This design comes from an exercise in tuning for small area on the open sky130 flow, not from production work.
In this exercise RTL edits were held to simulation tests only and were not proved equivalent to the original.
Power is estimated from default activity; no workload was simulated.

// icache_top
module icache_top
(
  input  logic       clk_i,
  input  logic       rst_ni,
  input  logic       req_valid_i,
  output logic       req_ready_o,
  input  icache_pkg::fetch_req_t req_i,
  output logic       rsp_valid_o,
  input  logic       rsp_ready_i,
  output icache_pkg::fetch_rsp_t rsp_o,
  output logic       mem_req_valid_o,
  input  logic       mem_req_ready_i,
  output icache_pkg::mem_req_t   mem_req_o,
  input  logic       mem_rsp_valid_i,
  output logic       mem_rsp_ready_o,
  input  icache_pkg::mem_rsp_t   mem_rsp_i
);
  localparam int TW = ((32 - $clog2((4 * 32) / 8)) - $clog2(8));
  logic [1:0]  state_q;
  logic        rsp_valid_q;
  logic        mem_req_valid_q;
  logic [3:0]  lfsr_q;
  logic [29:0] pc_q;
  logic        miss_b_q;
  logic        miss_way_q;
  logic [TW-1:0]  tag_mem  [2][8];
  logic [127:0]   data_mem [2][8];
  logic [7:0]     valid_q  [2];
  logic idle, lookup, miss_wait;
  assign idle      = (state_q == 2'd0);
  assign lookup    = (state_q == 2'd1);
  assign miss_wait = (state_q == 2'd3);
  logic accept;
  assign req_ready_o = idle && !rsp_valid_q;
  assign accept      = req_valid_i && req_ready_o;
  logic [2:0]    set_a;
  logic [1:0]    slot;
  logic [4:0]    pos;       
  logic [TW-1:0] tag_a;
  logic          xline;
  logic          set7;
  assign set_a = pc_q[4:2];
  assign slot  = pc_q[1:0];
  assign pos   = pc_q[4:0];
  assign tag_a = pc_q[29:5];
  assign xline = (slot == 2'd3);
  assign set7  = (set_a == 3'd7);
  logic          inc_c;
  logic [TW-1:0] tag_inc;
  assign inc_c   = set7 && (miss_b_q || !state_q[1]);
  assign tag_inc = tag_a + TW'(inc_c);
  logic [1:0] ev_set_hi;
  logic [2:0] ev_set, od_set;
  assign ev_set_hi = set_a[2:1] + 2'(set_a[0]);
  assign ev_set    = {ev_set_hi, 1'b0};
  assign od_set    = {set_a[2:1], 1'b1};
  logic [1:0] h_ev, h_od;
  logic [1:0] v_ev, v_od;
  for (genvar w = 0; w < 2; w++) begin : g_cmp
    assign v_ev[w] = valid_q[w][ev_set];
    assign v_od[w] = valid_q[w][od_set];
    assign h_ev[w] = v_ev[w] && (tag_mem[w][ev_set] == tag_inc);
    assign h_od[w] = v_od[w] && (tag_mem[w][od_set] == tag_a);
  end
  logic [1:0] hit_a_w, hit_b_w, valid_a, valid_b;
  assign hit_a_w = set_a[0] ? h_od : h_ev;
  assign hit_b_w = set_a[0] ? h_ev : h_od;
  assign valid_a = set_a[0] ? v_od : v_ev;
  ...
clock: 7.0 ns
lec_check: 0
cap_margin: 20
core_margin: 2
core_utilization: 70
cts_buf_list: sky130_fd_sc_hd__clkbuf_16
cts_cluster_diameter: 70
cts_cluster_size: 28
place_density: 0.8
setup_slack_margin: 0.2
slew_margin: 20
standard.sh (not shown) runs the stock make flow with config.mk's settings and CLKGATE_MAP_FILE= SYNTH_SCRIPT=/design/flow/synth_recipe.tcl, a recipe that flattens the netlist after the stock synthesis.
==> flow/flow/run.sh <==
#!/bin/bash
# Own flow: the standard layout, with small port buffers and a clock
# tree built without dummy balancing loads.
set -euo pipefail
export BUFFER_PORTS_ARGS="-buffer_cell sky130_fd_sc_hd__buf_1"
export CTS_ARGS="-sink_clustering_enable -repair_clock_nets -dont_use_dummy_load -buf_list sky130_fd_sc_hd__clkbuf_16 -sink_clustering_size 28 -sink_clustering_max_diameter 70"
bash standard.sh > standard.log 2>&1
Next try:
==> flow/flow/run.sh (replaced) <==
#!/bin/bash
# Own flow: the standard layout, with small port buffers.
set -euo pipefail
export BUFFER_PORTS_ARGS="-buffer_cell sky130_fd_sc_hd__buf_1"
bash standard.sh > standard.log 2>&1
Settings changed: CORE_UTILIZATION 70 to 60, CTS_CLUSTER_DIAMETER 70 to 80, CTS_CLUSTER_SIZE 28 to 25, PLACE_DENSITY 0.8 to 0.7, SETUP_SLACK_MARGIN 0.2 to not set.
With this change the flow finished with negative setup slack left. Non-clock buffer count increases by 35. Combinational power is about the same. Final cell count rose by about 4%. Clock power rose by 11%. Wire length came out higher by 4.4%.
Next try:
==> flow/flow/run.sh (replaced) <==
#!/bin/bash
# Own flow: the standard layout, with small port buffers and a clock
# tree built without dummy balancing loads.
set -euo pipefail
export BUFFER_PORTS_ARGS="-buffer_cell sky130_fd_sc_hd__buf_1"
export CTS_ARGS="-sink_clustering_enable -repair_clock_nets -dont_use_dummy_load -buf_list sky130_fd_sc_hd__clkbuf_16 -sink_clustering_size 28 -sink_clustering_max_diameter 70"
bash standard.sh > standard.log 2>&1
Settings changed: CAP_MARGIN 20 to 5, CORE_UTILIZATION 60 to 70, CTS_BUF_LIST sky130_fd_sc_hd__clkbuf_16 to not set, CTS_CLUSTER_DIAMETER 80 to not set, CTS_CLUSTER_SIZE 25 to not set, PLACE_DENSITY 0.7 to 0.8, SETUP_SLACK_MARGIN set to 0.2, SLEW_MARGIN 20 to 5.
After rerunning: The changed run completed without violations; core utilization rose by 10 points; register-to-register slack loses 0.04 ns; cell count fell by a few percent; routed wire length fell by a few percent; die area fell by about a fifth; clock skew rose by 0.0063 ns; via count rose slightly; worst hold slack loses 0.015 ns; sequential power barely changes; power fell slightly.


== job 8263 ==
Another version of the RTL of icache_top (not shown whole).
Size in the first run: ~4,700 cells after synthesis, roughly 2,500 flip-flops, about 92,000 um2 of cells after synthesis.
export LEC_CHECK = 0
export CAP_MARGIN = 20
export CORE_MARGIN = 2
export CORE_UTILIZATION = 60
export CTS_BUF_LIST = sky130_fd_sc_hd__clkbuf_16
export CTS_CLUSTER_DIAMETER = 80
export CTS_CLUSTER_SIZE = 25
export PLACE_DENSITY = 0.7
export SLEW_MARGIN = 20
create_clock -name core_clock -period 7.0 [get_ports {clk_i}]
==> flow/flow/run.sh <==
#!/bin/bash
# Own flow: the standard layout, with small port buffers and power
# (area) recovery after global routing. Each step's log is under orfs/logs.
set -euo pipefail
export BUFFER_PORTS_ARGS="-buffer_cell sky130_fd_sc_hd__buf_1"
export RECOVER_POWER=100
bash standard.sh > standard.log 2>&1
Job 8263 completed end to end; final checks failed (max-capacitance violations, max-slew violations).
--- input diff job 8263..job 1081 ---
Settings: a change of CTS_CLUSTER_SIZE from 25 to 30; a change of CTS_CLUSTER_DIAMETER from 80 to 100.
==> flow/run.sh (new file) <==
#!/bin/bash
# synth_recipe.tcl (not shown) runs the flow's synth.tcl, then flattens the netlist and writes it again
# the make line also repeats each setting of config.mk as NAME=value (left out here)
make -C /OpenROAD-flow-scripts/flow DESIGN_CONFIG=/design/flow/config.mk WORK_HOME=/design/flow/orfs CLKGATE_MAP_FILE= SYNTH_SCRIPT=/design/flow/synth_recipe.tcl finish
removed: flow/flow/run.sh
removed: flow/standard.sh
## What came out
Job 1081 reached the end of the flow, and the finished layout is clean on the timing, DRC and antenna checks. Measured against each other, job 8263 and job 1081 differ in number of buffers added for setup after CTS, the higher figure coming from job 1081. Job 8263 → job 1081: proportion of power drawn by flip-flops and latches rose by 0.7 points; critical path depth fell by 4; final routed wirelength across all metal layers stayed essentially flat; worst-case reg-to-reg path depth rose by 4; power fell by about 1.3%. Least setup slack across all paths after layout (job 1081 over job 8263): decrease, 0.041 ns. Delta (job 1081 minus job 8263): fraction of layout instances using a drive strength above 1 now sits higher, hold slack neither gained nor lost much, static power due to leakage saw an increase.

[what the ideal ports hide]
Ports are ideal in the flow. The routed layouts listed here were re-timed in OpenROAD. Step 1, drivers: a clkbuf_16 drives clk_i and a buf_2 each remaining input, both assumed. Step 2, shift: input delay + t, output delay - t, t = (earliest + latest rising clock arrival at the registers) / 2. This alone moves slack from input paths to output paths. Slacks: ideal ports / drivers / drivers and shift; pairs: ideal ports / drivers.
run | t (ns) | setup WS [ns] | worst register clock-pin slew, ns | worst slew at a driven data input, ns | pins driven straight from the clock port
the first run of note 1 | 0.879 | 0.168 / 0.085 / 0.964 | 0.11 / 0.11 | 0.27 | 1
the second run of note 1 | 0.891 | -0.071 / -0.167 / 0.725 | 0.10 / 0.10 | 0.26 | 1
the third run of note 1 | 0.905 | 0.135 / 0.052 / 0.957 | 0.11 / 0.11 | 0.26 | 1
job 8263 | 0.876 | 0.195 / 0.106 / 0.400 | 0.10 / 0.10 | 0.23 | 1
job 1081 | 0.855 | 0.154 / 0.062 / 0.916 | 0.12 / 0.12 | 0.19 | 1
